From an optimization exercise on the open Yosys and OpenROAD flow, aimed at small area, a short achievable clock period and few clock cycles per item; shortcuts taken in it are not production practice.
In this exercise RTL edits were held to simulation tests only and were not proved equivalent to the original.

===== design/flow/run.sh =====
#!/bin/bash
# synth_recipe.tcl (not shown) runs the flow's synth.tcl, then flattens the netlist and writes it again
# the make line also repeats each setting of config.mk as NAME=value (left out here)
make -C /OpenROAD-flow-scripts/flow DESIGN_CONFIG=/design/flow/config.mk WORK_HOME=/design/flow/orfs CLKGATE_MAP_FILE= SYNTH_SCRIPT=/design/flow/synth_recipe.tcl finish

===== design/flow/config.mk =====
export PLATFORM = sky130hd
export DESIGN_NAME = sha256_stream_core
export DESIGN_NICKNAME = sha256_stream_core
export VERILOG_FILES = /design/flow/design.v
export SDC_FILE = /design/flow/constraint.sdc
export NUM_CORES = 4
export LEC_CHECK = 0
export CAP_MARGIN = 20
export CORE_MARGIN = 2
export CORE_UTILIZATION = 40
export SLEW_MARGIN = 20

===== design/flow/constraint.sdc =====
create_clock -name core_clock -period 11.0 [get_ports {clk}]
set_input_delay 2.2000 -clock core_clock [delete_from_list [all_inputs] [get_ports {clk}]]
set_output_delay 2.2000 -clock core_clock [all_outputs]
set_load 0.01 [all_outputs]

===== design/flow/design.v =====
package sha256_pkg;
  localparam int BLOCK_W = 512;
  localparam int HASH_W  = 256;
  localparam logic [HASH_W-1:0] SHA256_IV =
    256'h6a09e667_bb67ae85_3c6ef372_a54ff53a_510e527f_9b05688c_1f83d9ab_5be0cd19;
  typedef enum logic [1:0] {
    IDLE   = 2'd0,
    RUN    = 2'd1,
    DRAIN  = 2'd2,
    DIGEST = 2'd3
  } ctrl_state_e;
endpackage
module sha256_stream_core (
  input  logic         clk,
  input  logic         rst_n,
  input  logic         blk_valid,
  output logic         blk_ready,
  input  logic [511:0] blk_data,
  input  logic         blk_first,
  input  logic         blk_last,
  output logic         digest_valid,
  input  logic         digest_ready,
  output logic [255:0] digest,
  output logic         error,
  output logic [15:0]  block_count
);
  localparam logic [255:0] IV = sha256_pkg::SHA256_IV;
  function automatic logic [31:0] kconst(input logic [5:0] i);
    case (i)
      6'd0:  kconst = 32'h428a2f98; 6'd1:  kconst = 32'h71374491; 6'd2:  kconst = 32'hb5c0fbcf; 6'd3:  kconst = 32'he9b5dba5;
      6'd4:  kconst = 32'h3956c25b; 6'd5:  kconst = 32'h59f111f1; 6'd6:  kconst = 32'h923f82a4; 6'd7:  kconst = 32'hab1c5ed5;
      6'd8:  kconst = 32'hd807aa98; 6'd9:  kconst = 32'h12835b01; 6'd10: kconst = 32'h243185be; 6'd11: kconst = 32'h550c7dc3;
      6'd12: kconst = 32'h72be5d74; 6'd13: kconst = 32'h80deb1fe; 6'd14: kconst = 32'h9bdc06a7; 6'd15: kconst = 32'hc19bf174;
      6'd16: kconst = 32'he49b69c1; 6'd17: kconst = 32'hefbe4786; 6'd18: kconst = 32'h0fc19dc6; 6'd19: kconst = 32'h240ca1cc;
      6'd20: kconst = 32'h2de92c6f; 6'd21: kconst = 32'h4a7484aa; 6'd22: kconst = 32'h5cb0a9dc; 6'd23: kconst = 32'h76f988da;
      6'd24: kconst = 32'h983e5152; 6'd25: kconst = 32'ha831c66d; 6'd26: kconst = 32'hb00327c8; 6'd27: kconst = 32'hbf597fc7;
      6'd28: kconst = 32'hc6e00bf3; 6'd29: kconst = 32'hd5a79147; 6'd30: kconst = 32'h06ca6351; 6'd31: kconst = 32'h14292967;
      6'd32: kconst = 32'h27b70a85; 6'd33: kconst = 32'h2e1b2138; 6'd34: kconst = 32'h4d2c6dfc; 6'd35: kconst = 32'h53380d13;
      6'd36: kconst = 32'h650a7354; 6'd37: kconst = 32'h766a0abb; 6'd38: kconst = 32'h81c2c92e; 6'd39: kconst = 32'h92722c85;
      6'd40: kconst = 32'ha2bfe8a1; 6'd41: kconst = 32'ha81a664b; 6'd42: kconst = 32'hc24b8b70; 6'd43: kconst = 32'hc76c51a3;
      6'd44: kconst = 32'hd192e819; 6'd45: kconst = 32'hd6990624; 6'd46: kconst = 32'hf40e3585; 6'd47: kconst = 32'h106aa070;
      6'd48: kconst = 32'h19a4c116; 6'd49: kconst = 32'h1e376c08; 6'd50: kconst = 32'h2748774c; 6'd51: kconst = 32'h34b0bcb5;
      6'd52: kconst = 32'h391c0cb3; 6'd53: kconst = 32'h4ed8aa4a; 6'd54: kconst = 32'h5b9cca4f; 6'd55: kconst = 32'h682e6ff3;
      6'd56: kconst = 32'h748f82ee; 6'd57: kconst = 32'h78a5636f; 6'd58: kconst = 32'h84c87814; 6'd59: kconst = 32'h8cc70208;
      6'd60: kconst = 32'h90befffa; 6'd61: kconst = 32'ha4506ceb; 6'd62: kconst = 32'hbef9a3f7; default: kconst = 32'hc67178f2;
    endcase
  endfunction
  function automatic logic [31:0] ivw(input logic [2:0] i);
    ivw = IV[255-32*i -: 32];
  endfunction
  logic        pre3, pre2, pre1;   
  logic        run;                
  logic [5:0]  rnd;
  logic        tail;               
  logic [1:0]  ph;                 
  logic [3:0]  ph1;                
  logic        uiv;                
  logic [5:0]  kc;                 
  logic        inc;                
  logic        pend;               
  logic [1:0]  sc;                 
  logic        dig_pend;           
  logic        chain_ok;           
  logic        nf, nl;             
  logic        cf, cl;             
  logic        cerr;               
  logic        ff_iv;              
  logic [15:0] cnt;
  logic        err;
  logic late, sl, we_e, we_a, fin, busy, accept, c_act, chain_eff, use_iv, run_e;
  assign late      = run & (rnd[5:2] == 4'hf);                            
  assign sl        = pend & ~dig_pend;
  assign we_e      = (late & ((ph == 2'd0) ? ~dig_pend : inc)) | sl;
  assign we_a      = (late & (ph != 2'd0) & inc) | (tail & inc) | sl;
  assign fin       = (tail & inc) | (sl & (sc == 2'd3));
  assign busy      = pre3 | pre2 | pre1;
  assign blk_ready = ~busy & (run  ? ((rnd[5:2] == 4'hf) & (ph != 2'd0) & inc) :
                              tail ? inc :
                              pend ? (sl & (sc == 2'd3)) : 1'b1);
  assign accept    = blk_valid & blk_ready;
  assign c_act     = run | tail | pend;
  assign chain_eff = c_act ? ~cl : chain_ok;
  assign use_iv    = nf | ~chain_eff;    
  assign run_e     = pre1 | (run & ~(rnd == 6'd63));
  assign digest_valid = dig_pend;
  assign error        = err;
  assign block_count  = cnt;
  always_ff @(posedge clk or negedge rst_n) begin
    if (!rst_n) begin
      pre3 <= 1'b0; pre2 <= 1'b0; pre1 <= 1'b0; run <= 1'b0; rnd <= '0; tail <= 1'b0;
      ph <= '0; ph1 <= 4'b0001; uiv <= 1'b0; kc <= '0; inc <= 1'b0; pend <= 1'b0; sc <= '0; dig_pend <= 1'b0;
      chain_ok <= 1'b0; nf <= 1'b0; nl <= 1'b0; cf <= 1'b0; cl <= 1'b0;
      cerr <= 1'b0; ff_iv <= 1'b0; cnt <= '0; err <= 1'b0;
    end else begin
      pre3 <= accept;
      pre2 <= pre3;
      pre1 <= pre2;
      kc   <= blk_ready ? 6'd0 : kc + 6'd1;
      ph   <= pre1 ? 2'd0 : ph + 2'd1;
      ph1  <= pre1 ? 4'b0001 : {ph1[2:0], ph1[3]};
      if (pre3) uiv <= use_iv;
      tail <= run & (rnd == 6'd63);
      if (accept) begin
        nf <= blk_first;
        nl <= blk_last;
      end
      if (pre1) begin
        run   <= 1'b1;
        rnd   <= '0;
        cf    <= nf;
        cl    <= nl;
        cerr  <= ~nf & ~chain_eff;
        ff_iv <= uiv;
      end else if (run) begin
        rnd <= rnd + 6'd1;
        if (rnd == 6'd63) run <= 1'b0;
      end
      if (run & (rnd == 6'd60)) inc <= ~dig_pend;
      if (tail & ~inc) pend <= 1'b1;
      else if (fin)    pend <= 1'b0;
      sc <= sl ? sc + 2'd1 : 2'd0;
      if (fin) begin
        chain_ok <= ~cl;
        dig_pend <= cl;
        err      <= cf ? 1'b0 : (err | cerr);
        if (cf)             cnt <= 16'd1;
        else if (cnt != '1) cnt <= cnt + 16'd1;
      end else if (dig_pend & digest_ready) begin
        dig_pend <= 1'b0;
      end
    end
  end
  logic [31:0] w [16];
  logic [31:0] a0, a1, a2, a3;       
  logic [31:0] e0, e1, e2, e3;       
  logic [31:0] t1, p, q, kw;         
  logic [31:0] kr;                   
  logic [31:0] hw [8];               
  for (genvar i = 0; i < 8; i++) begin : g_dig
    assign digest[255-32*i -: 32] = hw[i];
  end
  logic [31:0] sm0, sm1, w_new;
  assign sm0   = {w[1][6:0], w[1][31:7]} ^ {w[1][17:0], w[1][31:18]} ^ (w[1] >> 3);
  assign sm1   = {w[14][16:0], w[14][31:17]} ^ {w[14][18:0], w[14][31:19]} ^ (w[14] >> 10);
  logic [31:0] ws1, wc1;
  assign ws1   = fa_s(w[0], w[9], sm0);
  assign wc1   = fa_c(w[0], w[9], sm0);
  assign w_new = fa_s(ws1, wc1, sm1) + fa_c(ws1, wc1, sm1);
  always_ff @(posedge clk) begin
    if (blk_ready) begin
      for (int i = 0; i < 16; i++) w[i] <= blk_data[511-32*i -: 32];
    end else begin
      for (int i = 0; i < 15; i++) w[i] <= w[i+1];
      w[15] <= w_new;
    end
  end
  logic [31:0] be, ba, sum_e, sum_a;
  always_comb begin
    be = '0;
    ba = '0;
    for (int k = 0; k < 4; k++) begin
      be = be | ({32{ph1[k]}} & (ff_iv ? ivw(3'(7 - k)) : hw[7 - k]));
      ba = ba | ({32{ph1[k]}} & (ff_iv ? ivw(3'((4 - k) % 4)) : hw[(4 - k) % 4]));
    end
  end
  assign sum_e = be + e0;
  assign sum_a = ba + a0;
  logic [31:0] init [8];
  for (genvar i = 0; i < 8; i++) begin : g_init
    if (i == 0) begin : g_a
      assign init[i] = uiv ? ivw(i) : ((we_a & ph1[0]) ? sum_a : hw[i]);
    end else if (i == 4) begin : g_e
      assign init[i] = uiv ? ivw(i) : ((we_e & ph1[3]) ? sum_e : hw[i]);
    end else begin : g_o
      assign init[i] = uiv ? ivw(i) : hw[i];
    end
  end
  function automatic logic [31:0] fa_s(input logic [31:0] x, input logic [31:0] y, input logic [31:0] z);
    fa_s = x ^ y ^ z;
  endfunction
  function automatic logic [31:0] fa_c(input logic [31:0] x, input logic [31:0] y, input logic [31:0] z);
    fa_c = {(x[30:0] & y[30:0]) | (x[30:0] & z[30:0]) | (y[30:0] & z[30:0]), 1'b0};
  endfunction
  logic [31:0] bs0, bs1, ch, maj, a_new, e_new, t1_new, hsel, dsel;
  assign bs1    = {e0[5:0], e0[31:6]} ^ {e0[10:0], e0[31:11]} ^ {e0[24:0], e0[31:25]};
  assign ch     = (e0 & e1) | (~e0 & e2);
  assign bs0    = {a0[1:0], a0[31:2]} ^ {a0[12:0], a0[31:13]} ^ {a0[21:0], a0[31:22]};
  assign maj    = (a0 & (a1 | a2)) | (a1 & a2);
  assign a_new  = fa_s(bs0, maj, t1) + fa_c(bs0, maj, t1);
  assign t1_new = fa_s(bs1, ch, p) + fa_c(bs1, ch, p);
  assign e_new  = fa_s(bs1, ch, q) + fa_c(bs1, ch, q);
  assign hsel   = pre2 ? init[7] : e2;
  assign dsel   = pre2 ? init[3] : (pre1 ? init[2] : a1);
  always_ff @(posedge clk) begin
    kr <= blk_ready ? kconst(6'd0) : kconst(kc + 6'd1);
    kw <= kr + w[0];
    p  <= hsel + kw;
    q  <= fa_s(hsel, kw, dsel) + fa_c(hsel, kw, dsel);
    t1 <= t1_new;
    e0 <= run_e ? e_new : (pre2 ? init[4] : e3);
    e1 <= pre2 ? init[5] : e0;
    e2 <= pre2 ? init[6] : e1;
    e3 <= e2;
    a0 <= run ? a_new : (pre1 ? init[0] : a3);
    a1 <= pre1 ? init[1] : a0;
    a2 <= pre1 ? init[2] : a1;
    a3 <= a2;
    for (int k = 0; k < 4; k++) begin
      if (we_e & ph1[k]) hw[7 - k]       <= sum_e;
      if (we_a & ph1[k]) hw[(4 - k) % 4] <= sum_a;
    end
  end
endmodule

==> Flow_metrics.wiki, run 1 <==
{| class="wikitable"
! Metric !! Value
|-
| Endpoint of the most critical register-to-register path || q[31]
|-
| Sink Count || 1,237
|-
| Flops & latches, synth || 1,237
|-
| Clock tree root driver cell || sky130_fd_sc_hd__clkbuf_16
|-
| Placed Instance Area || 73,580 um^2
|-
| Share of layout cells above drive strength 1 || 4.728%
|-
| Buffer levels on the longest clock path || 3
|-
| Synth async-reset ratio || 4.285%
|-
| Category of the worst setup path capture point || register
|-
| Run status || complete, no violations
|-
| Largest cells by area after synthesis || sky130_fd_sc_hd__dfxtp_1, sky130_fd_sc_hd__nand2_1, sky130_fd_sc_hd__edfxtp_1, sky130_fd_sc_hd__fa_1, sky130_fd_sc_hd__ha_1
|-
| Number of detailed-routing iterations run before antenna repair || 9
|-
| Area of the mapped netlist || 63,970 um^2
|-
| Slew at the pin closest to its max-slew limit || 1.184 ns
|-
| TritonCTS clock tree || built
|-
| Post-layout nets || 8,818
|-
| Residual antenna-violating net count after detailed routing || 0
|-
| End point of the worst hold path || a3[19]
|-
| Data arrival time of the critical path || 6.82 ns
|-
| DPL Wire Length || 210,700 um
|-
| Wire length of the first global-routing pass || 381,600 um
|-
| Portion of netlist area occupied by mux cells || 0.9623%
|-
| Initial core utilization || 40.35%
|-
| Final period utilization || 55.55%
|-
| Area of the die || 163,200 um^2
|-
| Hold buffer count at CTS || 0
|-
| Number of global-route vias before repair || 54,570
|-
| WHS Path Cells || 0
|-
| Area Overhead vs Synth || 22.35%
|-
| Minimum setup slack after placement || 5.042 ns
|-
| Worst min-delay path startpoint || a2[19]
|-
| Required arrival time at the worst endpoint || 11.71 ns
|-
| Num ports || 793
|-
| Proportion of netlist area held by the largest area contributor || 31.04%
|-
| Iteration-0 DRC Markers || 5,635
|-
| Final setup slack of the worst path || 4.889 ns
|-
| Die H || 403.9 um
|-
| Highest attainable clock frequency || 163.6 MHz
|-
| Final Max Tran Viols || 0
|-
| Main combinational cell family by area after synthesis || compound AO/OA/AOI/OAI gates
|-
| Start point of the critical path || pre2
|-
| Final hold vios || 0
|-
| Fin cells || 9,992
|-
| Post-synthesis cell type count || 104
|-
| Cells after synthesis || 7,206
|-
| Non-Filler Cell Area, Final || 78,270 um^2
|-
| Total GRT Usage || 32.08%
|-
| Number of port buffers || 792
|-
| Final setup violating endpoints || 0
|-
| Resized Gates After CTS || 0
|-
| Path class of the lowest-slack min-delay path || reg2reg
|-
| Largest net degree at the start of global routing || 250
|-
| Htree depth || 4
|-
| Crit path launch type || register
|-
| Simple-gate share of the synthesized area || 16.29%
|-
| Post-synth top area cell || sky130_fd_sc_hd__dfxtp_1
|-
| Crit-path max FO || 39
|-
| Relative slew margins || 21.09%
|-
| Sequential fraction of the synthesis area || 42.13%
|-
| Min Clock Period, post-route || 6.111 ns
|-
| Wire length per cell || 26.87 um
|-
| Commonest cells after routing, fill and taps aside || sky130_fd_sc_hd__nand2_1, sky130_fd_sc_hd__dfxtp_1, sky130_fd_sc_hd__clkdlybuf4s50_1
|-
| Reg2reg path depth || 17
|-
| Die W || 403.9 um
|-
| Most common library cell in the layout ignoring fill and taps || sky130_fd_sc_hd__nand2_1
|-
| Fraction of the mapped netlist area in compound gates || 16.33%
|-
| Xor-xnor portion of the synthesized cell area || 7.268%
|-
| Final core utilization || 49.36%
|-
| Registers with the most flip-flops || w: 512 flops, hw: 256 flops
|-
| Insertion delay to the later sink of the worst-skew pair || 0.80 ns
|-
| Total of warnings raised by yosys || 4
|-
| Placement row count || 146
|-
| Number of synthesized flops with an enable pin || 192
|-
| Adder-cell area share of the yosys netlist || 12.29%
|-
| Post-CTS setup repair buffer count || 0
|-
| Initial antenna violation count || 21
|-
| Max-cap violations || 0
|-
| Core box area || 158,600 um^2
|-
| Critical setup path kind || reg2reg
|-
| GPL Wtd Cong || 0.9820
|-
| Synthesized area per cell || 8.878 um^2
|-
| Unrepaired setup endpoints after global routing || no
|-
| Drt total wl || 268,500 um
|-
| Reg2reg setup slack || 4.89 ns
|-
| Number of design rule violations left after detail routing || 0
|-
| Via density per instance || 5.553
|-
| Total global routing overflow || 0
|-
| Total Neg Setup Slack || 0 ns
|-
| DP Cell Count || 9,737
|-
| Via Count || 55,490
|-
| Number of flip-flops under the largest register name || 512
|-
| CTS clock-pin slew for the worst setup and hold paths || 0.06 ns
|-
| Worst Hold Slack || 0.3541 ns
|-
| Final Skew || 0.03308 ns
|-
| Main synth FF type || sky130_fd_sc_hd__dfxtp_1
|-
| Number of buffers inserted during clock tree synthesis || 137
|-
| Total nets after synthesis || 8,220
|-
| Top reg by flops || w
|-
| FF-to-FF Start || pre2
|}
## how the worst max path moves through the flow
stage,endpoint
floorplan,q[25]
global placement,q[31]
detailed placement,q[31]
CTS,blk_ready
global route,q[31]
finish,q[31]
## per-layer routing
layer / share of wire, % / vias up / global-route usage, %
met5: 0.051 / - / 0
met4: 5.3 / 20 / 15.13
met3: 7.8 / 553 / 6.153
met2: 48 / 2599 / 53.85
met1: 39 / 26660 / 39.60
li1: - / 25660 / -
## synthesized netlist by cell type, types with 37 or more instances
master	n
sky130_fd_sc_hd__fa_1	194
sky130_fd_sc_hd__dfrtp_1	52
sky130_fd_sc_hd__inv_1	374
sky130_fd_sc_hd__a21o_1	150
sky130_fd_sc_hd__o22a_1	96
sky130_fd_sc_hd__a21oi_1	361
sky130_fd_sc_hd__a22oi_1	57
sky130_fd_sc_hd__nand2_1	1878
sky130_fd_sc_hd__xor2_1	141
sky130_fd_sc_hd__nor3_1	62
sky130_fd_sc_hd__nand3_1	104
sky130_fd_sc_hd__o21bai_1	44
sky130_fd_sc_hd__ha_1	302
sky130_fd_sc_hd__nand2b_1	40
sky130_fd_sc_hd__edfxtp_1	192
sky130_fd_sc_hd__nand4_1	50
sky130_fd_sc_hd__a22o_1	70
sky130_fd_sc_hd__a222oi_1	37
sky130_fd_sc_hd__o21ai_0	336
sky130_fd_sc_hd__xnor2_1	388
sky130_fd_sc_hd__nor2_1	245
sky130_fd_sc_hd__clkbuf_1	349
sky130_fd_sc_hd__nor2b_1	37
sky130_fd_sc_hd__dfxtp_1	992
sky130_fd_sc_hd__a211oi_1	60
## critical path, cell delays in order (launching register included)
cell and delay, ns:
sky130_fd_sc_hd__dfrtp_4 0.61, sky130_fd_sc_hd__buf_4 0.33, sky130_fd_sc_hd__inv_2 0.75, sky130_fd_sc_hd__buf_4 0.59
sky130_fd_sc_hd__a22o_1 0.33, sky130_fd_sc_hd__fa_1 0.44, sky130_fd_sc_hd__ha_1 0.26, sky130_fd_sc_hd__fa_1 0.46
sky130_fd_sc_hd__a21o_1 0.18, sky130_fd_sc_hd__a21oi_1 0.42, sky130_fd_sc_hd__o21a_1 0.20, sky130_fd_sc_hd__o2111ai_1 0.22
sky130_fd_sc_hd__nand3_1 0.16, sky130_fd_sc_hd__a211oi_1 0.10, sky130_fd_sc_hd__nor3_1 0.39, sky130_fd_sc_hd__o21ai_0 0.19
sky130_fd_sc_hd__a21oi_1 0.20, sky130_fd_sc_hd__xnor2_1 0.13
## final cells by class
cell class	instances	area, um^2
Fill cell	15040	80290
Multi-Input combinational cell	5192	34130
Sequential cell	1237	26960
Timing Repair Buffer	858	8468
Clock buffer	184	3797
Tap cell	2072	2592
Inverter	378	1426
Clock inverter	62	873.3
Antenna cell	9	22.52
## logic make-up after synthesis
family	count (synthesis)
AO/OA/AOI/OAI	1552
XOR/XNOR	530
adder cells (fa/ha/maj)	516
buffers and inverters	777
flip-flops	1237
multiplexers	57
AND/OR/NAND/NOR	2537
Testbench counts, summed over its fixed seeds: cycles 124,840, blocks 1,920.
==> inputs of run 2 (changes only) <==
--- a/design/flow/config.mk
+++ b/design/flow/config.mk
@@ -8,4 +8,5 @@
 export CAP_MARGIN = 20
 export CORE_MARGIN = 2
-export CORE_UTILIZATION = 40
+export CORE_UTILIZATION = 55
+export SETUP_SLACK_MARGIN = 5
 export SLEW_MARGIN = 20
==> Flow_metrics.wiki, run 2 <==
{| class="wikitable"
! Metric !! Value
|-
| CTS clock-pin slew for the worst setup and hold paths || 0.06 ns (about the same)
|-
| Via Count || 57,490 (+3.6%)
|-
| Insertion delay to the later sink of the worst-skew pair || 0.78 ns (-0.02 ns)
|-
| Crit-path max FO || 92 (+140%)
|-
| Residual antenna-violating net count after detailed routing || 0 (unchanged)
|-
| Post-layout nets || 8,826 (+0.091%)
|-
| Core box area || 115,700 um^2 (-27%)
|-
| Relative slew margins || 26.87% (+5.8 points)
|-
| Total Neg Setup Slack || 0 ns (unchanged)
|-
| Post-synth top area cell || sky130_fd_sc_hd__dfxtp_1
|-
| Area of the die || 119,100 um^2 (-27%)
|-
| Area of the mapped netlist || 63,970 um^2 (unchanged)
|-
| Largest net degree at the start of global routing || 116 (-54%)
|-
| Total global routing overflow || 0 (unchanged)
|-
| Buffer levels on the longest clock path || 3 (unchanged)
|-
| Sink Count || 1,237 (unchanged)
|-
| Drt total wl || 254,900 um (-5.1%)
|-
| Most common library cell in the layout ignoring fill and taps || sky130_fd_sc_hd__nand2_1
|-
| Main synth FF type || sky130_fd_sc_hd__dfxtp_1
|-
| Highest attainable clock frequency || 171.3 MHz (+4.7%)
|-
| Critical setup path kind || reg2out
|-
| Unrepaired setup endpoints after global routing || no
|-
| Final Skew || 0.04619 ns (+0.01311 ns)
|-
| Path class of the lowest-slack min-delay path || reg2reg
|-
| Cell types with the highest counts after synthesis || sky130_fd_sc_hd__nand2_1, sky130_fd_sc_hd__dfxtp_1, sky130_fd_sc_hd__xnor2_1, sky130_fd_sc_hd__inv_1, sky130_fd_sc_hd__a21oi_1
|-
| Final period utilization || 53.07% (-2.5 points)
|-
| Clock tree root driver cell || sky130_fd_sc_hd__clkbuf_16
|-
| Hold buffer count at CTS || 0 (unchanged)
|-
| Final hold vios || 0 (unchanged)
|-
| Top reg by flops || w
|-
| Max-cap violations || 0 (unchanged)
|-
| Initial core utilization || 55.28% (+15 points)
|-
| Iteration-0 DRC Markers || 7,302 (+30%)
|-
| Category of the worst setup path capture point || output pin
|-
| Number of global-route vias before repair || 55,470 (+1.7%)
|-
| Initial antenna violation count || 20 (-4.8%)
|-
| Total nets after synthesis || 8,220 (unchanged)
|-
| Cells after synthesis || 7,206 (unchanged)
|-
| GPL Wtd Cong || 1.077 (+9.6%)
|-
| Final setup slack of the worst path || 5.162 ns (+0.2724 ns)
|-
| TritonCTS clock tree || built
|-
| Flops & latches, synth || 1,237 (unchanged)
|-
| Data arrival time of the critical path || 3.64 ns (-3.18 ns)
|-
| Number of flip-flops under the largest register name || 512 (unchanged)
|-
| Die W || 345.1 um (-15%)
|-
| Registers with the most flip-flops || w: 512 flops, hw: 256 flops
|-
| Wire length per cell || 26.94 um (+0.25%)
|-
| Post-synthesis cell type count || 104 (unchanged)
|-
| Slew at the pin closest to its max-slew limit || 1.083 ns (-0.1005 ns)
|-
| Final Max Tran Viols || 0 (unchanged)
|-
| Number of port buffers || 792 (unchanged)
|-
| Largest cells by area after synthesis || sky130_fd_sc_hd__dfxtp_1, sky130_fd_sc_hd__nand2_1, sky130_fd_sc_hd__edfxtp_1, sky130_fd_sc_hd__fa_1, sky130_fd_sc_hd__ha_1
|-
| Required arrival time at the worst endpoint || 8.80 ns (-2.91 ns)
|-
| Number of buffers inserted during clock tree synthesis || 136 (-0.73%)
|-
| Minimum setup slack after placement || 5.543 ns (+0.5013 ns)
|-
| Share of layout cells above drive strength 1 || 4.908% (+0.18 points)
|-
| Num ports || 793 (unchanged)
|-
| Number of design rule violations left after detail routing || 0 (unchanged)
|-
| DPL Wire Length || 196,900 um (-6.5%)
|-
| Layout fillers || 9,492 (-37%)
|-
| Placement row count || 125 (-14%)
|-
| Htree depth || 4 (unchanged)
|-
| Run status || complete, no violations
|-
| Total of warnings raised by yosys || 4 (unchanged)
|-
| Dominant cell by count in the synthesized netlist || sky130_fd_sc_hd__nand2_1
|-
| Crit path launch type || register
|-
| Min Clock Period, post-route || 5.838 ns (-0.2724 ns)
|-
| Synthesized area per cell || 8.878 um^2 (unchanged)
|-
| Post-CTS setup repair buffer count || 0 (unchanged)
|-
| Via density per instance || 6.076 (+9.4%)
|-
| Wire length of the first global-routing pass || 366,100 um (-4.0%)
|-
| Total GRT Usage || 41.44% (+9.4 points)
|-
| Die H || 345.1 um (-15%)
|-
| Commonest cells after routing, fill and taps aside || sky130_fd_sc_hd__nand2_1, sky130_fd_sc_hd__dfxtp_1, sky130_fd_sc_hd__clkdlybuf4s50_1
|-
| Number of synthesized flops with an enable pin || 192 (unchanged)
|-
| Synth async-reset ratio || 4.285% (unchanged)
|-
| Sequential fraction of the synthesis area || 42.13% (unchanged)
|-
| Area Overhead vs Synth || 21.43%
|-
| Final setup violating endpoints || 0 (unchanged)
|-
| Proportion of netlist area held by the largest area contributor || 31.04% (unchanged)
|-
| Number of detailed-routing iterations run before antenna repair || 10 (+1)
|}
run 2: cell types whose count changed in the layout (fill, tap and decap cells not counted), sizes merged:
cell	change
bufinv	-3
clkinv	-1
diode	+2
buf	+9
clkbuf	+8
inv	+5
clkinvlp	-3
run 2: layout make-up:
| class | count | area, um^2 | share of cell area [%] |
|---|---|---|---|
| flip-flops and latches | 1237 | 26960 | 34.71 |
| inverters | 378 | 1435 | 1.847 |
| clock inverters | 60 | 789.5 | 1.016 |
| well taps | 1524 | 1907 | 2.455 |
| diodes | 11 | 27.53 | 0.03543 |
| multi-input cells | 5192 | 34120 | 43.92 |
| repair buffers | 867 | 8489 | 10.93 |
| clock buffers | 192 | 3953 | 5.088 |
run 2: cell families after synthesis:
| kind of cell | Yosys count | share of synthesized area, % |
|---|---|---|
| flip-flops | 1237 | 42.13 |
| multiplexers | 57 | 0.9623 |
| AND/OR/NAND/NOR | 2537 | 16.29 |
| adder cells (fa/ha/maj) | 516 | 12.29 |
| XOR/XNOR | 530 | 7.268 |
| buffers and inverters | 777 | 4.725 |
| AO/OA/AOI/OAI | 1552 | 16.33 |
run 2: routing by layer:
| layer | global-route usage, % | wire, um | vias up |
|---|---|---|---|
| met3 | 10.28 | 27510 | 858 |
| li1 | - | - | 25710 |
| met2 | 66.37 | 114800 | 3793 |
| met5 | 0 | 97 | - |
| met4 | 28.43 | 20600 | 14 |
| met1 | 49.19 | 91880 | 27110 |
run 2: path summary, 6_finish.rpt:
kind	startpoint	endpoint	slack, ns	depth (start not counted)
max	pre1	blk_ready	5.16	4
min	a2[5]	a3[5]	0.34	0
max reg2reg	ph1[3]	a0[26]	5.37	17
min reg2reg	a2[5]	a3[5]	0.34	0
max in group asynchronous	rst_n	pre2	8.75	2
min in group asynchronous	rst_n	ph1[3]	1.60	2
run 2: repair_timing:
item                                   CTS  global route
setup endpoints to repair                1             1
gates resized for setup                  1             1
endpoints found under the hold margin    0             0
run 2: metrics by stage:
stage               instances  hold slack, ns  cell area (um^2)  utilization, %
floorplan                7206          0.3308             63970               -
global placement         9198          0.3385             72900           62.99
detailed placement       9198          0.3417             72900           62.99
CTS                      9450          0.3445             77650           67.09
global route             9460          0.3478             77680           67.12
finish                   9461          0.3369             77690           67.12
run 2: worst max-delay path: stages, from the launching register on:
cell and delay [ns]:
sky130_fd_sc_hd__dfrtp_2 0.65, sky130_fd_sc_hd__nor3_1 0.57, sky130_fd_sc_hd__nand2_4 0.54, sky130_fd_sc_hd__inv_16 0.46, sky130_fd_sc_hd__clkdlybuf4s50_1 0.62
==> inputs of run 3 (changes only) <==
--- a/design/flow/design.v
+++ b/design/flow/design.v
@@ -69,4 +69,30 @@
   logic        err;
   logic late, sl, we_e, we_a, fin, busy, accept, c_act, chain_eff, use_iv, run_e;
+  logic rdy;                       
+  logic       run_d, tail_d, inc_d, pend_d, dig_d, rdy_d;
+  logic [5:0] rnd_d;
+  logic [1:0] ph_d, sc_d;
+  always_comb begin
+    tail_d = run & (rnd == 6'd63);
+    run_d  = run;
+    rnd_d  = rnd;
+    if (pre1) begin
+      run_d = 1'b1;
+      rnd_d = '0;
+    end else if (run) begin
+      rnd_d = rnd + 6'd1;
+      if (rnd == 6'd63) run_d = 1'b0;
+    end
+    ph_d   = pre1 ? 2'd0 : ph + 2'd1;
+    inc_d  = (run & (rnd == 6'd60)) ? ~dig_pend : inc;
+    pend_d = (tail & ~inc) ? 1'b1 : (fin ? 1'b0 : pend);
+    sc_d   = sl ? sc + 2'd1 : 2'd0;
+    dig_d  = fin ? cl : (dig_pend & ~digest_ready);
+    rdy_d  = ~(accept | pre3 | pre2) &
+             (run_d  ? ((rnd_d[5:2] == 4'hf) & (ph_d != 2'd0) & inc_d) :
+              tail_d ? inc_d :
+              pend_d ? (~dig_d & (sc_d == 2'd3)) : 1'b1);
+  end
+  assign blk_ready = rdy;
   assign late      = run & (rnd[5:2] == 4'hf);                            
   assign sl        = pend & ~dig_pend;
@@ -75,7 +101,4 @@
   assign fin       = (tail & inc) | (sl & (sc == 2'd3));
   assign busy      = pre3 | pre2 | pre1;
-  assign blk_ready = ~busy & (run  ? ((rnd[5:2] == 4'hf) & (ph != 2'd0) & inc) :
-                              tail ? inc :
-                              pend ? (sl & (sc == 2'd3)) : 1'b1);
   assign accept    = blk_valid & blk_ready;
   assign c_act     = run | tail | pend;
@@ -88,5 +111,5 @@
   always_ff @(posedge clk or negedge rst_n) begin
     if (!rst_n) begin
-      pre3 <= 1'b0; pre2 <= 1'b0; pre1 <= 1'b0; run <= 1'b0; rnd <= '0; tail <= 1'b0;
+      rdy <= 1'b1; pre3 <= 1'b0; pre2 <= 1'b0; pre1 <= 1'b0; run <= 1'b0; rnd <= '0; tail <= 1'b0;
       ph <= '0; ph1 <= 4'b0001; uiv <= 1'b0; kc <= '0; inc <= 1'b0; pend <= 1'b0; sc <= '0; dig_pend <= 1'b0;
       chain_ok <= 1'b0; nf <= 1'b0; nl <= 1'b0; cf <= 1'b0; cl <= 1'b0;
@@ -97,8 +120,15 @@
       pre1 <= pre2;
       kc   <= blk_ready ? 6'd0 : kc + 6'd1;
-      ph   <= pre1 ? 2'd0 : ph + 2'd1;
+      rdy  <= rdy_d;
+      ph   <= ph_d;
       ph1  <= pre1 ? 4'b0001 : {ph1[2:0], ph1[3]};
       if (pre3) uiv <= use_iv;
-      tail <= run & (rnd == 6'd63);
+      tail <= tail_d;
+      run  <= run_d;
+      rnd  <= rnd_d;
+      inc  <= inc_d;
+      pend <= pend_d;
+      sc   <= sc_d;
+      dig_pend <= dig_d;
       if (accept) begin
         nf <= blk_first;
@@ -106,26 +136,14 @@
       end
       if (pre1) begin
-        run   <= 1'b1;
-        rnd   <= '0;
         cf    <= nf;
         cl    <= nl;
         cerr  <= ~nf & ~chain_eff;
         ff_iv <= uiv;
-      end else if (run) begin
-        rnd <= rnd + 6'd1;
-        if (rnd == 6'd63) run <= 1'b0;
       end
-      if (run & (rnd == 6'd60)) inc <= ~dig_pend;
-      if (tail & ~inc) pend <= 1'b1;
-      else if (fin)    pend <= 1'b0;
-      sc <= sl ? sc + 2'd1 : 2'd0;
       if (fin) begin
         chain_ok <= ~cl;
-        dig_pend <= cl;
         err      <= cf ? 1'b0 : (err | cerr);
         if (cf)             cnt <= 16'd1;
         else if (cnt != '1) cnt <= cnt + 16'd1;
-      end else if (dig_pend & digest_ready) begin
-        dig_pend <= 1'b0;
       end
     end
@@ -135,4 +153,5 @@
   logic [31:0] e0, e1, e2, e3;       
   logic [31:0] t1, p, q, kw;         
+  logic [31:0] dq;                   
   logic [31:0] kr;                   
   logic [31:0] hw [8];               
@@ -182,5 +201,5 @@
     fa_c = {(x[30:0] & y[30:0]) | (x[30:0] & z[30:0]) | (y[30:0] & z[30:0]), 1'b0};
   endfunction
-  logic [31:0] bs0, bs1, ch, maj, a_new, e_new, t1_new, hsel, dsel;
+  logic [31:0] bs0, bs1, ch, maj, a_new, e_new, t1_new;
   assign bs1    = {e0[5:0], e0[31:6]} ^ {e0[10:0], e0[31:11]} ^ {e0[24:0], e0[31:25]};
   assign ch     = (e0 & e1) | (~e0 & e2);
@@ -190,15 +209,17 @@
   assign t1_new = fa_s(bs1, ch, p) + fa_c(bs1, ch, p);
   assign e_new  = fa_s(bs1, ch, q) + fa_c(bs1, ch, q);
-  assign hsel   = pre2 ? init[7] : e2;
-  assign dsel   = pre2 ? init[3] : (pre1 ? init[2] : a1);
+  logic [31:0] h7_pre, h3_pre;
+  assign h7_pre = use_iv ? ivw(7) : hw[7];
+  assign h3_pre = use_iv ? ivw(3) : hw[3];
   always_ff @(posedge clk) begin
     kr <= blk_ready ? kconst(6'd0) : kconst(kc + 6'd1);
     kw <= kr + w[0];
-    p  <= hsel + kw;
-    q  <= fa_s(hsel, kw, dsel) + fa_c(hsel, kw, dsel);
+    p  <= e2 + kw;
+    q  <= fa_s(e2, kw, dq) + fa_c(e2, kw, dq);
+    dq <= pre3 ? h3_pre : (pre2 ? init[2] : (pre1 ? init[1] : a0));
     t1 <= t1_new;
     e0 <= run_e ? e_new : (pre2 ? init[4] : e3);
     e1 <= pre2 ? init[5] : e0;
-    e2 <= pre2 ? init[6] : e1;
+    e2 <= pre3 ? h7_pre : (pre2 ? init[6] : e1);
     e3 <= e2;
     a0 <= run ? a_new : (pre1 ? init[0] : a3);
==> design/flow/flow/run.sh (new file) <==
#!/bin/bash
# Layout flow: the standard ORFS flow (standard.sh, unchanged synthesis),
# with plain buffers on the ports instead of delay cells and a tighter setup
# margin for ORFS's timing repair. The make output goes to flow_make.log here;
# each ORFS step keeps its own log under orfs/logs/.
set -euo pipefail
bash standard.sh \
  "BUFFER_PORTS_ARGS=-buffer_cell sky130_fd_sc_hd__buf_2" \
  SETUP_SLACK_MARGIN=7 \
  finish > flow_make.log 2>&1
==> design/flow/standard.sh (new file) <==
#!/bin/bash
# synth_recipe.tcl (not shown) runs the flow's synth.tcl, then flattens the netlist and writes it again
# the make line also repeats each setting of config.mk as NAME=value (left out here)
make -C /OpenROAD-flow-scripts/flow DESIGN_CONFIG=/design/flow/config.mk WORK_HOME=/design/flow/orfs CLKGATE_MAP_FILE= SYNTH_SCRIPT=/design/flow/synth_recipe.tcl "${@:-finish}"
--- a/design/flow/config.mk
+++ b/design/flow/config.mk
@@ -8,5 +8,4 @@
 export CAP_MARGIN = 20
 export CORE_MARGIN = 2
-export CORE_UTILIZATION = 55
-export SETUP_SLACK_MARGIN = 5
+export CORE_UTILIZATION = 40
 export SLEW_MARGIN = 20
removed: design/flow/run.sh
==> Flow_metrics.wiki, run 3 <==
{| class="wikitable"
! Metric !! Value
|-
| GPL Wtd Cong || 1.001 (-7.1%)
|-
| CTS clock-pin slew for the worst setup and hold paths || 0.06 ns (about the same)
|-
| Iteration-0 DRC Markers || 5,448 (-25%)
|-
| Main combinational cell family by area after synthesis || compound AO/OA/AOI/OAI gates
|-
| Slew at the pin closest to its max-slew limit || 1.183 ns (+0.09937 ns)
|-
| Path class of the lowest-slack min-delay path || reg2reg
|-
| Via Count || 54,580 (-5.1%)
|-
| Final period utilization || 39.26% (-14 points)
|-
| Die H || 407.3 um (+18%)
|-
| Unrepaired setup endpoints after global routing || yes
|-
| Placed Instance Area || 71,140 um^2 (-2.4%)
|-
| Area Overhead vs Synth || 24.52%
|-
| Flops & latches, synth || 1,270 (+2.7%)
|-
| Dominant cell by count in the synthesized netlist || sky130_fd_sc_hd__dfxtp_1
|-
| Number of global-route vias before repair || 53,280 (-4.0%)
|-
| Top reg by flops || w
|-
| Data arrival time of the critical path || 5.01 ns (+1.37 ns)
|-
| Clock tree root driver cell || sky130_fd_sc_hd__clkbuf_16
|-
| Commonest cells after routing, fill and taps aside || sky130_fd_sc_hd__dfxtp_1, sky130_fd_sc_hd__buf_2, sky130_fd_sc_hd__mux2_2
|-
| Total global routing overflow || 0 (unchanged)
|-
| Final Max Tran Viols || 0 (unchanged)
|-
| Run status || complete, no violations
|-
| Post-synth top area cell || sky130_fd_sc_hd__dfxtp_1
|-
| Total GRT Usage || 31.90% (-9.5 points)
|-
| Final setup violating endpoints || 0 (unchanged)
|-
| Area of the mapped netlist || 65,070 um^2 (+1.7%)
|-
| Placement row count || 148 (+18%)
|-
| Critical setup path kind || reg2reg
|-
| Max-cap violations || 0 (unchanged)
|-
| Wire length per cell || 28.55 um (+6.0%)
|-
| Total Neg Setup Slack || 0 ns (unchanged)
|-
| Share of layout cells above drive strength 1 || 30.63% (+26 points)
|-
| Endpoint of the most critical register-to-register path || a0[26]
|-
| Reg2reg path depth || 17 (unchanged)
|-
| Number of detailed-routing iterations run before antenna repair || 7 (-3)
|-
| Xor-xnor portion of the synthesized cell area || 7.024% (-0.24 points)
|-
| Drt total wl || 274,800 um (+7.8%)
|-
| Number of design rule violations left after detail routing || 0 (unchanged)
|-
| Cells after synthesis || 6,450 (-10%)
|-
| Crit path launch type || register
|-
| Total nets after synthesis || 7,464 (-9.2%)
|-
| Reg2reg setup slack || 6.68 ns (+1.31 ns)
|-
| Proportion of netlist area held by the largest area contributor || 31.50% (+0.46 points)
|-
| TritonCTS clock tree || built
|-
| Non-Filler Cell Area, Final || 81,020 um^2 (+4.3%)
|-
| Number of synthesized flops with an enable pin || 192 (unchanged)
|-
| Initial core utilization || 40.11% (-15 points)
|-
| Adder-cell area share of the yosys netlist || 12.07% (-0.22 points)
|-
| Post-layout nets || 8,326 (-5.7%)
|-
| Die W || 407.3 um (+18%)
|-
| Registers with the most flip-flops || w: 512 flops, hw: 256 flops
|-
| Htree depth || 4 (unchanged)
|-
| Cell types with the highest counts after synthesis || sky130_fd_sc_hd__dfxtp_1, sky130_fd_sc_hd__mux2_2, sky130_fd_sc_hd__a21oi_1, sky130_fd_sc_hd__nand2_1, sky130_fd_sc_hd__o21ai_0
|-
| Sequential fraction of the synthesis area || 42.45% (+0.32 points)
|-
| Highest attainable clock frequency || 231.5 MHz (+35%)
|-
| Total of warnings raised by yosys || 4 (unchanged)
|-
| Start point of the critical path || ph1[0]
|-
| Hold buffer count at CTS || 0 (unchanged)
|-
| Largest cells by area after synthesis || sky130_fd_sc_hd__dfxtp_1, sky130_fd_sc_hd__edfxtp_1, sky130_fd_sc_hd__mux2_2, sky130_fd_sc_hd__fa_1, sky130_fd_sc_hd__ha_1
|-
| Most common library cell in the layout ignoring fill and taps || sky130_fd_sc_hd__dfxtp_1
|-
| Area of the die || 165,900 um^2 (+39%)
|-
| Wire length of the first global-routing pass || 384,100 um (+4.9%)
|-
| Synthesized area per cell || 10.09 um^2 (+14%)
|-
| Category of the worst setup path capture point || register
|-
| Synth async-reset ratio || 4.252% (-0.033 points)
|-
| Final hold vios || 0 (unchanged)
|-
| Relative slew margins || 21.08% (-5.8 points)
|-
| Fraction of the mapped netlist area in compound gates || 16.08% (-0.26 points)
|-
| Sink Count || 1,270 (+2.7%)
|-
| Num ports || 793 (unchanged)
|-
| Required arrival time at the worst endpoint || 11.69 ns (+2.89 ns)
|-
| Via density per instance || 5.670 (-6.7%)
|-
| Largest net degree at the start of global routing || 194 (+67%)
|-
| Simple-gate share of the synthesized area || 8.849% (-7.4 points)
|-
| Crit-path max FO || 7 (-92%)
|-
| FF-to-FF Start || ph1[0]
|-
| Final Skew || 0.09370 ns (+0.04751 ns)
|-
| Main synth FF type || sky130_fd_sc_hd__dfxtp_1
|-
| Number of flip-flops under the largest register name || 512 (unchanged)
|-
| CP Capture Point || a0[26]
|-
| Buffer levels on the longest clock path || 3 (unchanged)
|-
| Residual antenna-violating net count after detailed routing || 0 (unchanged)
|-
| Initial antenna violation count || 67 (+240%)
|-
| Number of port buffers || 792 (unchanged)
|-
| Core box area || 162,200 um^2 (+40%)
|-
| Portion of netlist area occupied by mux cells || 9.374% (+8.4 points)
|-
| Insertion delay to the later sink of the worst-skew pair || 0.85 ns (+0.07 ns)
|-
| Post-synthesis cell type count || 90 (-13%)
|-
| DPL Wire Length || 209,600 um (+6.5%)
|-
| Min Clock Period, post-route || 4.319 ns (-1.519 ns)
|-
| Number of buffers inserted during clock tree synthesis || 146 (+7.4%)
|}
-- run 3: changes by cell type after synthesis, sizes merged, moves of 33 or more --
cell	previous run	this run
a21oi	365	446
nand2	1878	444
clkbuf	355	317
o21ai	349	397
nor2b	37	70
nor2	245	377
mux2	23	510
a22o	70	1
o22a	96	4
-- run 3: kinds of logic (layout without fill, tap and decap cells) --
logic type      Yosys count  in the layout
mux                     544            544
buf+inv                 719           1704
other cells               0             16
fa+ha+maj               515            515
xor+xnor                521            521
flops                  1270           1270
simple gates           1269           1269
compound gates         1612           1612
-- run 3: cell type report --
class	instances	area (um^2)
antenna	16	40.04
clock buffer	217	4160
clock inverter	54	958.4
sequential	1270	27820
tap	2175	2721
fill	15170	81190
multi-input combinational	4461	37300
timing repair buffer	1070	6654
inverter	363	1374
-- run 3: through the flow --
stage               std cells  hold WS, ns  setup slack, ns  util [%]
floorplan                6450       0.3330            7.010         -
global placement         9134       0.3413            5.352     43.86
detailed placement       9134       0.3469            5.306     43.86
CTS                      9526       0.3247            6.649     48.82
global route             9618       0.3400            6.546     49.94
finish                   9626       0.3392            6.681     49.95
-- run 3: worst min path at each step --
stage / startpoint / end / slack (ns) / depth (start not counted)
after CTS: a2[16] / a3[16] / 0.32 / 0
after floorplan: a2[31] / a3[31] / 0.33 / 0
final: a2[16] / a3[16] / 0.34 / 0
after global routing: a2[16] / a3[16] / 0.34 / 0
after detailed placement: a2[26] / a3[26] / 0.35 / 0
after global placement: a2[26] / a3[26] / 0.34 / 0
-- run 3: critical path: stages (launching register included) --
cell and delay, ns:
sky130_fd_sc_hd__dfstp_4 0.51, sky130_fd_sc_hd__buf_16 0.16, sky130_fd_sc_hd__buf_8 0.12, sky130_fd_sc_hd__a222oi_1 0.33
sky130_fd_sc_hd__o21ai_1 0.13, sky130_fd_sc_hd__ha_1 0.33, sky130_fd_sc_hd__o211ai_1 0.31, sky130_fd_sc_hd__a21oi_4 0.06
sky130_fd_sc_hd__o211ai_1 0.31, sky130_fd_sc_hd__o21ai_1 0.12, sky130_fd_sc_hd__buf_4 0.20, sky130_fd_sc_hd__a211o_1 0.30
sky130_fd_sc_hd__or2_4 0.28, sky130_fd_sc_hd__buf_6 0.13, sky130_fd_sc_hd__a311oi_4 0.36, sky130_fd_sc_hd__o31ai_4 0.14
sky130_fd_sc_hd__a311oi_2 0.31, sky130_fd_sc_hd__a21oi_1 0.07
-- run 3: routing by layer --
layer  routed length, um  track usage, %  up-vias  part of all wire, %
li1                    -               -    24560                    -
met1              106000           38.51    26690                   39
met2              131200           54.02     2618                   48
met3               21970           7.178      627                  8.0
met4               15140           14.58       78                  5.5
met5                 481               0        -                 0.18
-- run 3: what timing repair did --
| action | in CTS | in global routing |
|---|---|---|
| setup buffers | 114 | 83 |
| gates cloned | 7 | 0 |
| setup endpoints to repair | 317 | 123 |
| hold endpoints to repair | 0 | 0 |
| pin swaps | 132 | 162 |
| resized for setup | 390 | 248 |
Testbench counts of run 3, summed over its fixed seeds: cycles 124,840, blocks 1,920.
==> inputs of run 4 (changes only) <==
--- a/design/flow/design.v
+++ b/design/flow/design.v
@@ -70,4 +70,6 @@
   logic late, sl, we_e, we_a, fin, busy, accept, c_act, chain_eff, use_iv, run_e;
   logic rdy;                       
+  logic [3:0] ph1_d;
+  assign ph1_d = pre1 ? 4'b0001 : {ph1[2:0], ph1[3]};
   logic       run_d, tail_d, inc_d, pend_d, dig_d, rdy_d;
   logic [5:0] rnd_d;
@@ -122,5 +124,5 @@
       rdy  <= rdy_d;
       ph   <= ph_d;
-      ph1  <= pre1 ? 4'b0001 : {ph1[2:0], ph1[3]};
+      ph1  <= ph1_d;
       if (pre3) uiv <= use_iv;
       tail <= tail_d;
@@ -149,5 +151,4 @@
     end
   end
-  logic [31:0] w [16];
   logic [31:0] a0, a1, a2, a3;       
   logic [31:0] e0, e1, e2, e3;       
@@ -159,30 +160,44 @@
     assign digest[255-32*i -: 32] = hw[i];
   end
-  logic [31:0] sm0, sm1, w_new;
+  function automatic logic [31:0] fa_s(input logic [31:0] x, input logic [31:0] y, input logic [31:0] z);
+    fa_s = x ^ y ^ z;
+  endfunction
+  function automatic logic [31:0] fa_c(input logic [31:0] x, input logic [31:0] y, input logic [31:0] z);
+    fa_c = {(x[30:0] & y[30:0]) | (x[30:0] & z[30:0]) | (y[30:0] & z[30:0]), 1'b0};
+  endfunction
+  logic [31:0] w [15];
+  logic [31:0] wx;
+  logic        wfirst;             
+  logic [31:0] sm0, sm1, w_new, x_new;
   assign sm0   = {w[1][6:0], w[1][31:7]} ^ {w[1][17:0], w[1][31:18]} ^ (w[1] >> 3);
-  assign sm1   = {w[14][16:0], w[14][31:17]} ^ {w[14][18:0], w[14][31:19]} ^ (w[14] >> 10);
-  logic [31:0] ws1, wc1;
-  assign ws1   = fa_s(w[0], w[9], sm0);
-  assign wc1   = fa_c(w[0], w[9], sm0);
-  assign w_new = fa_s(ws1, wc1, sm1) + fa_c(ws1, wc1, sm1);
+  assign sm1   = {w[13][16:0], w[13][31:17]} ^ {w[13][18:0], w[13][31:19]} ^ (w[13] >> 10);
+  assign x_new = fa_s(w[0], w[9], sm0) + fa_c(w[0], w[9], sm0);
+  assign w_new = (wfirst ? 32'd0 : sm1) + wx;
   always_ff @(posedge clk) begin
+    wfirst <= blk_ready;
     if (blk_ready) begin
-      for (int i = 0; i < 16; i++) w[i] <= blk_data[511-32*i -: 32];
+      for (int i = 0; i < 15; i++) w[i] <= blk_data[511-32*i -: 32];
+      wx <= blk_data[31:0];
     end else begin
-      for (int i = 0; i < 15; i++) w[i] <= w[i+1];
-      w[15] <= w_new;
-    end
-  end
-  logic [31:0] be, ba, sum_e, sum_a;
-  always_comb begin
-    be = '0;
-    ba = '0;
+      for (int i = 0; i < 14; i++) w[i] <= w[i+1];
+      w[14] <= w_new;
+      wx    <= x_new;
+    end
+  end
+  logic [31:0] bq_e, bq_a, sum_e, sum_a;
+  logic        ffiv_d;
+  assign ffiv_d = pre1 ? uiv : ff_iv;
+  always_ff @(posedge clk) begin
+    bq_e <= '0;
+    bq_a <= '0;
     for (int k = 0; k < 4; k++) begin
-      be = be | ({32{ph1[k]}} & (ff_iv ? ivw(3'(7 - k)) : hw[7 - k]));
-      ba = ba | ({32{ph1[k]}} & (ff_iv ? ivw(3'((4 - k) % 4)) : hw[(4 - k) % 4]));
-    end
-  end
-  assign sum_e = be + e0;
-  assign sum_a = ba + a0;
+      if (ph1_d[k]) begin
+        bq_e <= ffiv_d ? ivw(3'(7 - k)) : hw[7 - k];
+        bq_a <= ffiv_d ? ivw(3'((4 - k) % 4)) : hw[(4 - k) % 4];
+      end
+    end
+  end
+  assign sum_e = bq_e + e0;
+  assign sum_a = bq_a + a0;
   logic [31:0] init [8];
   for (genvar i = 0; i < 8; i++) begin : g_init
@@ -195,10 +210,4 @@
     end
   end
-  function automatic logic [31:0] fa_s(input logic [31:0] x, input logic [31:0] y, input logic [31:0] z);
-    fa_s = x ^ y ^ z;
-  endfunction
-  function automatic logic [31:0] fa_c(input logic [31:0] x, input logic [31:0] y, input logic [31:0] z);
-    fa_c = {(x[30:0] & y[30:0]) | (x[30:0] & z[30:0]) | (y[30:0] & z[30:0]), 1'b0};
-  endfunction
   logic [31:0] bs0, bs1, ch, maj, a_new, e_new, t1_new;
   assign bs1    = {e0[5:0], e0[31:6]} ^ {e0[10:0], e0[31:11]} ^ {e0[24:0], e0[31:25]};
==> Flow_metrics.wiki, run 4 <==
{| class="wikitable"
! Metric !! Value
|-
| Die H || 415.0 um (+1.9%)
|-
| Critical setup path kind || reg2reg
|-
| Fin cells || 10,000 (+3.9%)
|-
| Adder-cell area share of the yosys netlist || 11.11% (-0.96 points)
|-
| Number of flip-flops under the largest register name || 480 (-6.3%)
|-
| Final hold vios || 0 (unchanged)
|-
| Registers with the most flip-flops || w: 480 flops, hw: 256 flops
|-
| Wire length per cell || 28.18 um (-1.3%)
|-
| Number of port buffers || 792 (unchanged)
|-
| Fraction of the mapped netlist area in compound gates || 16.35% (+0.28 points)
|-
| Most common library cell in the layout ignoring fill and taps || sky130_fd_sc_hd__dfxtp_1
|-
| Number of design rule violations left after detail routing || 0 (unchanged)
|-
| Num ports || 793 (unchanged)
|-
| Layout fillers || 15,830 (+4.3%)
|-
| Required arrival time at the worst endpoint || 11.67 ns (-0.02 ns)
|-
| Final Skew || 0.05407 ns (-0.03964 ns)
|-
| Area of the mapped netlist || 67,560 um^2 (+3.8%)
|-
| FF-to-FF Start || e0[27]
|-
| Flops & latches, synth || 1,335 (+5.1%)
|-
| Sink Count || 1,335 (+5.1%)
|-
| GPL Wtd Cong || 1.001 (about the same)
|-
| Max-cap violations || 0 (unchanged)
|-
| Min Clock Period, post-route || 3.999 ns (-0.3200 ns)
|-
| Path class of the lowest-slack min-delay path || reg2reg
|-
| Proportion of netlist area held by the largest area contributor || 32.27% (+0.76 points)
|-
| Maximum cell stage delay along the critical path || 0.58 ns (+0.07 ns)
|-
| Total GRT Usage || 31.65% (-0.26 points)
|-
| Main combinational cell family by area after synthesis || compound AO/OA/AOI/OAI gates
|-
| Crit path launch type || register
|-
| Area Overhead vs Synth || 19.17%
|-
| Post-layout nets || 8,666 (+4.1%)
|-
| Number of synthesized flops with an enable pin || 192 (unchanged)
|-
| Drt total wl || 281,900 um (+2.6%)
|-
| Crit-path max FO || 4 (-3)
|-
| Post-synth top area cell || sky130_fd_sc_hd__dfxtp_1
|-
| Slew at the pin closest to its max-slew limit || 1.222 ns (+0.03972 ns)
|-
| Via Count || 56,680 (+3.8%)
|-
| Number of detailed-routing iterations run before antenna repair || 8 (+1)
|-
| Die W || 415.0 um (+1.9%)
|-
| Reg2reg path depth || 17 (unchanged)
|-
| Wire length of the first global-routing pass || 396,100 um (+3.1%)
|-
| Iteration-0 DRC Markers || 5,261 (-3.4%)
|-
| Number of global-route vias before repair || 55,120 (+3.5%)
|-
| Worst min-delay path startpoint || a2[27]
|-
| Final setup slack of the worst path || 7.001 ns (+0.3200 ns)
|-
| Largest net degree at the start of global routing || 174 (-10%)
|-
| Top reg by flops || w
|-
| Total nets after synthesis || 7,937 (+6.3%)
|-
| Minimum setup slack after placement || 6.194 ns (+0.8885 ns)
|-
| Core box area || 167,400 um^2 (+3.2%)
|-
| CTS clock-pin slew for the worst setup and hold paths || 0.06 ns (about the same)
|-
| End point of the worst hold path || a3[27]
|-
| Category of the worst setup path capture point || register
|-
| Sequence of cells on the critical path || xnor2_4 -> xnor2_2 -> inv_1 -> fa_1 -> inv_1 -> ha_1 -> a21o_1 -> a21oi_2 -> or3_4 -> a21oi_4 -> o31ai_4 -> a21oi_2 -> o211ai_1 -> nand2_1 -> a221oi_2 -> xor2_1 -> o22ai_1
|-
| Run status || complete, no violations
|-
| Hold buffer count at CTS || 0 (unchanged)
|-
| Highest attainable clock frequency || 250.1 MHz (+8.0%)
|-
| Htree depth || 4 (unchanged)
|-
| Simple-gate share of the synthesized area || 9.861% (+1.0 points)
|-
| Residual antenna-violating net count after detailed routing || 0 (unchanged)
|-
| Relative slew margins || 18.43% (-2.7 points)
|-
| Total global routing overflow || 0 (unchanged)
|-
| Final period utilization || 36.35% (-2.9 points)
|-
| Total of warnings raised by yosys || 4 (unchanged)
|-
| Via density per instance || 5.666 (about the same)
|-
| Final Max Tran Viols || 0 (unchanged)
|-
| Dominant cell by count in the synthesized netlist || sky130_fd_sc_hd__dfxtp_1
|-
| Data arrival time of the critical path || 4.67 ns (-0.34 ns)
|-
| Slowest stage cell on the critical path || sky130_fd_sc_hd__fa_1
|-
| Cell types with the highest counts after synthesis || sky130_fd_sc_hd__dfxtp_1, sky130_fd_sc_hd__nand2_1, sky130_fd_sc_hd__inv_1, sky130_fd_sc_hd__nor2_1, sky130_fd_sc_hd__mux2_2
|-
| WHS Path Cells || 0 (unchanged)
|-
| DP Cell Count || 9,651 (+5.7%)
|-
| Number of buffers inserted during clock tree synthesis || 149 (+2.1%)
|-
| Largest cells by area after synthesis || sky130_fd_sc_hd__dfxtp_1, sky130_fd_sc_hd__edfxtp_1, sky130_fd_sc_hd__mux2_2, sky130_fd_sc_hd__ha_1, sky130_fd_sc_hd__fa_1
|-
| Sequential fraction of the synthesis area || 42.81% (+0.36 points)
|-
| Portion of netlist area occupied by mux cells || 8.150% (-1.2 points)
|-
| Post-synthesis cell type count || 92 (+2.2%)
|-
| Initial antenna violation count || 39 (-42%)
|-
| Total Neg Setup Slack || 0 ns (unchanged)
|-
| Xor-xnor portion of the synthesized cell area || 6.871% (-0.15 points)
|-
| Insertion delay to the later sink of the worst-skew pair || 0.84 ns (about the same)
|-
| DPL Wire Length || 219,800 um (+4.9%)
|-
| Synth async-reset ratio || 4.045% (-0.21 points)
|-
| Commonest cells after routing, fill and taps aside || sky130_fd_sc_hd__dfxtp_1, sky130_fd_sc_hd__buf_2, sky130_fd_sc_hd__nand2_1
|-
| Endpoint of the most critical register-to-register path || e0[30]
|-
| Reg2reg setup slack || 7.00 ns (+0.32 ns)
|-
| TritonCTS clock tree || built
|-
| Clock tree root driver cell || sky130_fd_sc_hd__clkbuf_16
|-
| Main synth FF type || sky130_fd_sc_hd__dfxtp_1
|-
| Share of layout cells above drive strength 1 || 24.72% (-5.9 points)
|-
| Placement row count || 150 (+1.4%)
|-
| Final core utilization || 48.09% (-1.9 points)
|-
| Buffer levels on the longest clock path || 3 (unchanged)
|-
| Final setup violating endpoints || 0 (unchanged)
|-
| Synthesized area per cell || 9.755 um^2 (-3.3%)
|-
| Cells after synthesis || 6,926 (+7.4%)
|-
| Unrepaired setup endpoints after global routing || yes
|-
| Area of the die || 172,200 um^2 (+3.8%)
|-
| Initial core utilization || 40.36% (+0.24 points)
|}
==> run 4: cell count changes after synthesis, moves of 56 or more <==
cell,delta
sky130_fd_sc_hd__nand2_1,+88
sky130_fd_sc_hd__inv_1,+156
sky130_fd_sc_hd__xor2_1,+73
sky130_fd_sc_hd__o21ai_0,+56
sky130_fd_sc_hd__dfxtp_1,+65
sky130_fd_sc_hd__nor2_1,+83
sky130_fd_sc_hd__xnor2_1,-63
sky130_fd_sc_hd__mux2_2,-60
==> run 4: kinds of logic after synthesis <==
| group | Yosys count |
|---|---|
| AOI/OAI and AO/OA | 1715 |
| DFF | 1335 |
| xor gates and xnor gates | 530 |
| and+or+nand+nor | 1482 |
| adders and majority gates | 503 |
| buffers and inverters | 870 |
| muxes | 491 |
==> run 4: layer usage <==
metal / share of wire (%) / wire length, um / up-vias / global-route usage, %
li1: - / - / 25660 / -
met1: 39 / 108800 / 27500 / 38.28
met2: 47 / 133100 / 2862 / 52.80
met3: 8.0 / 22620 / 616 / 6.624
met4: 6.1 / 17170 / 42 / 16.75
met5: 0.087 / 246 / - / 0
==> run 4: final cells by class <==
type / count / area [um^2] / share of cell area [%]
Multi-Input combinational cell: 4721 / 36360 / 45.16
Clock buffer: 202 / 4215 / 5.236
Tap cell: 2204 / 2758 / 3.425
Timing Repair Buffer: 926 / 5060 / 6.285
Clock inverter: 76 / 1035 / 1.285
Sequential cell: 1335 / 29080 / 36.12
Inverter: 522 / 1964 / 2.440
Antenna cell: 17 / 42.54 / 0.05284
==> run 4: through the flow <==
stage	hold WS (ns)	area (um^2)
after global routing	0.3598	80480
after global placement	0.3396	73730
final	0.3574	80510
after floorplan	0.3330	67570
after detailed placement	0.3462	73760
after CTS	0.3455	79640
==> run 4: worst max path at each step <==
stage | start | to | slack (ns) | cells past startpoint
detailed placement | e0[26] | e0[31] | 6.19 | 18
floorplan | e0[12] | t1[31] | 7.04 | 18
global route | e0[27] | e0[30] | 6.85 | 17
CTS | e0[0] | e0[30] | 6.86 | 13
finish | e0[27] | e0[30] | 7.00 | 17
global placement | e0[27] | e0[30] | 6.17 | 17
==> run 4: critical path: cells and delay by family, from the launching register on <==
kind            cells  cell delay [ns]
fa+ha+maj           2             0.86
buf+inv             2             0.16
compound gates      8             1.57
simple gates        2             0.33
xor+xnor            3             0.57
flops               1             0.38
==> run 4: what timing repair did <==
action,in CTS,in global routing
buffers inserted,19,38
gates resized for setup,126,154
pin swaps,25,72
endpoints found under the setup margin,160,84
Testbench counts of run 4, summed over its fixed seeds: cycles 124,840, blocks 1,920.
==> inputs of run 5 (changes only) <==
==> design/flow/flow/run.sh (replaced) <==
#!/bin/bash
# Layout flow: the standard ORFS flow (standard.sh, unchanged synthesis)
# with three changes to how the layout is made:
#  - plain buf_1 port buffers instead of delay cells (every port still gets
#    its own buffer; timing repair may upsize them);
#  - clock tree with larger sink clusters and no dummy loads;
#  - a tighter setup margin for ORFS's timing repair steps.
# The make output goes to flow_make.log here; each ORFS step keeps its own
# log under orfs/logs/.
set -euo pipefail
bash standard.sh \
  "BUFFER_PORTS_ARGS=-buffer_cell sky130_fd_sc_hd__buf_1" \
  "CTS_ARGS=-sink_clustering_enable -repair_clock_nets -sink_clustering_size 25 -sink_clustering_max_diameter 80 -dont_use_dummy_load" \
  SETUP_SLACK_MARGIN=7.5 \
  finish > flow_make.log 2>&1
==> Flow_metrics.wiki, run 5 <==
{| class="wikitable"
! Metric !! Value
|-
| Number of detailed-routing iterations run before antenna repair || 9 (+1)
|-
| Number of flip-flops under the largest register name || 480 (unchanged)
|-
| Post-layout nets || 9,011 (+4.0%)
|-
| Drt total wl || 283,700 um (+0.64%)
|-
| Clock tree root driver cell || sky130_fd_sc_hd__clkbuf_16
|-
| Number of buffers inserted during clock tree synthesis || 87 (-42%)
|-
| Slowest stage cell on the critical path || sky130_fd_sc_hd__fa_1
|-
| DP Cell Count || 9,653 (+0.021%)
|-
| Sink Count || 1,335 (unchanged)
|-
| Total met3 wirelength after detailed routing || 23,180 um (+2.5%)
|-
| Hold buffer count at CTS || 0 (unchanged)
|-
| Max-cap violations || 0 (unchanged)
|-
| Relative slew margins || 18.82% (+0.39 points)
|-
| Initial core utilization || 40.36% (unchanged)
|-
| Top layer reached by signal wires || met5
|-
| Via Count || 57,890 (+2.1%)
|-
| Post-synthesis cell type count || 92 (unchanged)
|-
| Flops & latches, synth || 1,335 (unchanged)
|-
| Final setup violating endpoints || 0 (unchanged)
|-
| Post-synth top area cell || sky130_fd_sc_hd__dfxtp_1
|-
| Iteration-0 DRC Markers || 5,535 (+5.2%)
|-
| Main synth FF type || sky130_fd_sc_hd__dfxtp_1
|-
| Total of warnings raised by yosys || 4 (unchanged)
|-
| Proportion of netlist area held by the largest area contributor || 32.27% (unchanged)
|-
| Buffer levels on the longest clock path || 3 (unchanged)
|-
| Synth async-reset ratio || 4.045% (unchanged)
|-
| Final Max Tran Viols || 0 (unchanged)
|-
| Run status || complete, no violations
|-
| Via density per instance || 5.670 (about the same)
|-
| Residual antenna-violating net count after detailed routing || 0 (unchanged)
|-
| Final Skew || 0.09455 ns (+0.04049 ns)
|-
| Insertion delay to the later sink of the worst-skew pair || 0.74 ns (-0.10 ns)
|-
| Area Overhead vs Synth || 21.70%
|-
| Critical setup path kind || reg2reg
|}
## run 5: routing by layer
layer  up-vias  global-route usage [%]
met3       673                   5.836
li1      26150                       -
met1     28000                   37.54
met2      3050                   53.93
met4        16                   16.60
met5         -                       0
## run 5: worst reg2reg max path: stages, from the launching register on
cell	delay, ns
sky130_fd_sc_hd__dfxtp_4	0.39
sky130_fd_sc_hd__xor2_4	0.20
sky130_fd_sc_hd__xnor2_2	0.16
sky130_fd_sc_hd__fa_1	0.49
sky130_fd_sc_hd__inv_1	0.05
sky130_fd_sc_hd__ha_2	0.18
sky130_fd_sc_hd__fa_2	0.34
sky130_fd_sc_hd__a21o_1	0.18
sky130_fd_sc_hd__a21oi_2	0.21
sky130_fd_sc_hd__o21a_1	0.19
sky130_fd_sc_hd__o211ai_1	0.13
sky130_fd_sc_hd__a211oi_2	0.28
sky130_fd_sc_hd__a21oi_2	0.13
sky130_fd_sc_hd__a41oi_4	0.26
sky130_fd_sc_hd__buf_4	0.17
sky130_fd_sc_hd__o21ai_2	0.05
sky130_fd_sc_hd__and2_1	0.16
sky130_fd_sc_hd__o21ai_1	0.13
sky130_fd_sc_hd__a21oi_1	0.08
## run 5: repair_timing
| item | CTS | global route |
|---|---|---|
| gates resized for setup | 601 | 418 |
| buffers inserted | 322 | 139 |
| pin swaps | 158 | 191 |
| setup endpoints to repair | 692 | 306 |
| cloned | 0 | 0 |
## run 5: cells by family after synthesis
group           share of synthesized area (%)
compound gates                          16.35
xor+xnor                                6.871
fa+ha+maj                               11.11
buf+inv                                 4.848
flops                                   42.81
mux                                     8.150
simple gates                            9.862
## run 5: area by class of cell
| type | instances | area [um^2] |
|---|---|---|
| clock buffer | 87 | 2177 |
| timing repair buffer | 1333 | 7661 |
| tap | 2204 | 2758 |
| sequential | 1335 | 29330 |
| multi-input combinational | 4721 | 38300 |
| fill | 15660 | 85190 |
| inverter | 522 | 1977 |
| antenna | 8 | 20.02 |
## run 5: path summary, 6_finish.rpt
kind,start,end,cells past startpoint
hold reg to reg,a2[10],a3[10],0
min in group asynchronous,rst_n,cnt[6],2
setup reg to reg,e0[26],t1[29],18
max in group asynchronous,rst_n,pre2,2
hold / removal,a2[10],a3[10],0
setup / recovery,e0[26],t1[29],18
## run 5: metrics by stage
stage	setup slack (ns)	utilization [%]	cell area, um^2
2_1_floorplan	7.414	-	67790
3_3_place_gp	6.254	43.55	72910
3_5_place_dp	6.278	43.56	72920
4_1_cts	6.944	47.54	79590
5_1_grt	6.936	49.11	82210
6_report	7.084	49.11	82220

-- static timing again, ports no longer ideal --
Ports are ideal in the flow. The routed layouts listed here were re-timed in OpenROAD. Step 1: set_driving_cell puts a clkbuf_16 on clk and a buf_2 on each other input, an assumption about the parent block. Step 2 also shifts input and output timing later by t, the mid clock arrival at the registers, as if the neighbouring blocks saw the same clock. Three values: ideal ports, drivers, drivers and shift; two values: the first two.
run	shift t [ns]	slack for setup (ns)	hold slack, ns	worst register clock-pin slew, ns	pins driven straight from the clock port
run 1	0.866	4.889 / 4.850 / 4.889	0.354 / 0.354 / 0.354	0.07 / 0.07	1
run 2	0.839	5.162 / 5.083 / 5.365	0.337 / 0.337 / 0.337	0.07 / 0.07	1
run 3	0.875	6.681 / 6.681 / 6.681	0.339 / 0.339 / 0.339	0.07 / 0.07	1
run 4	0.898	7.001 / 7.001 / 7.001	0.357 / 0.357 / 0.357	0.07 / 0.07	1
run 5	0.790	7.084 / 7.084 / 7.084	0.343 / 0.343 / 0.343	0.10 / 0.10	1
After both steps every run listed still meets setup and hold.
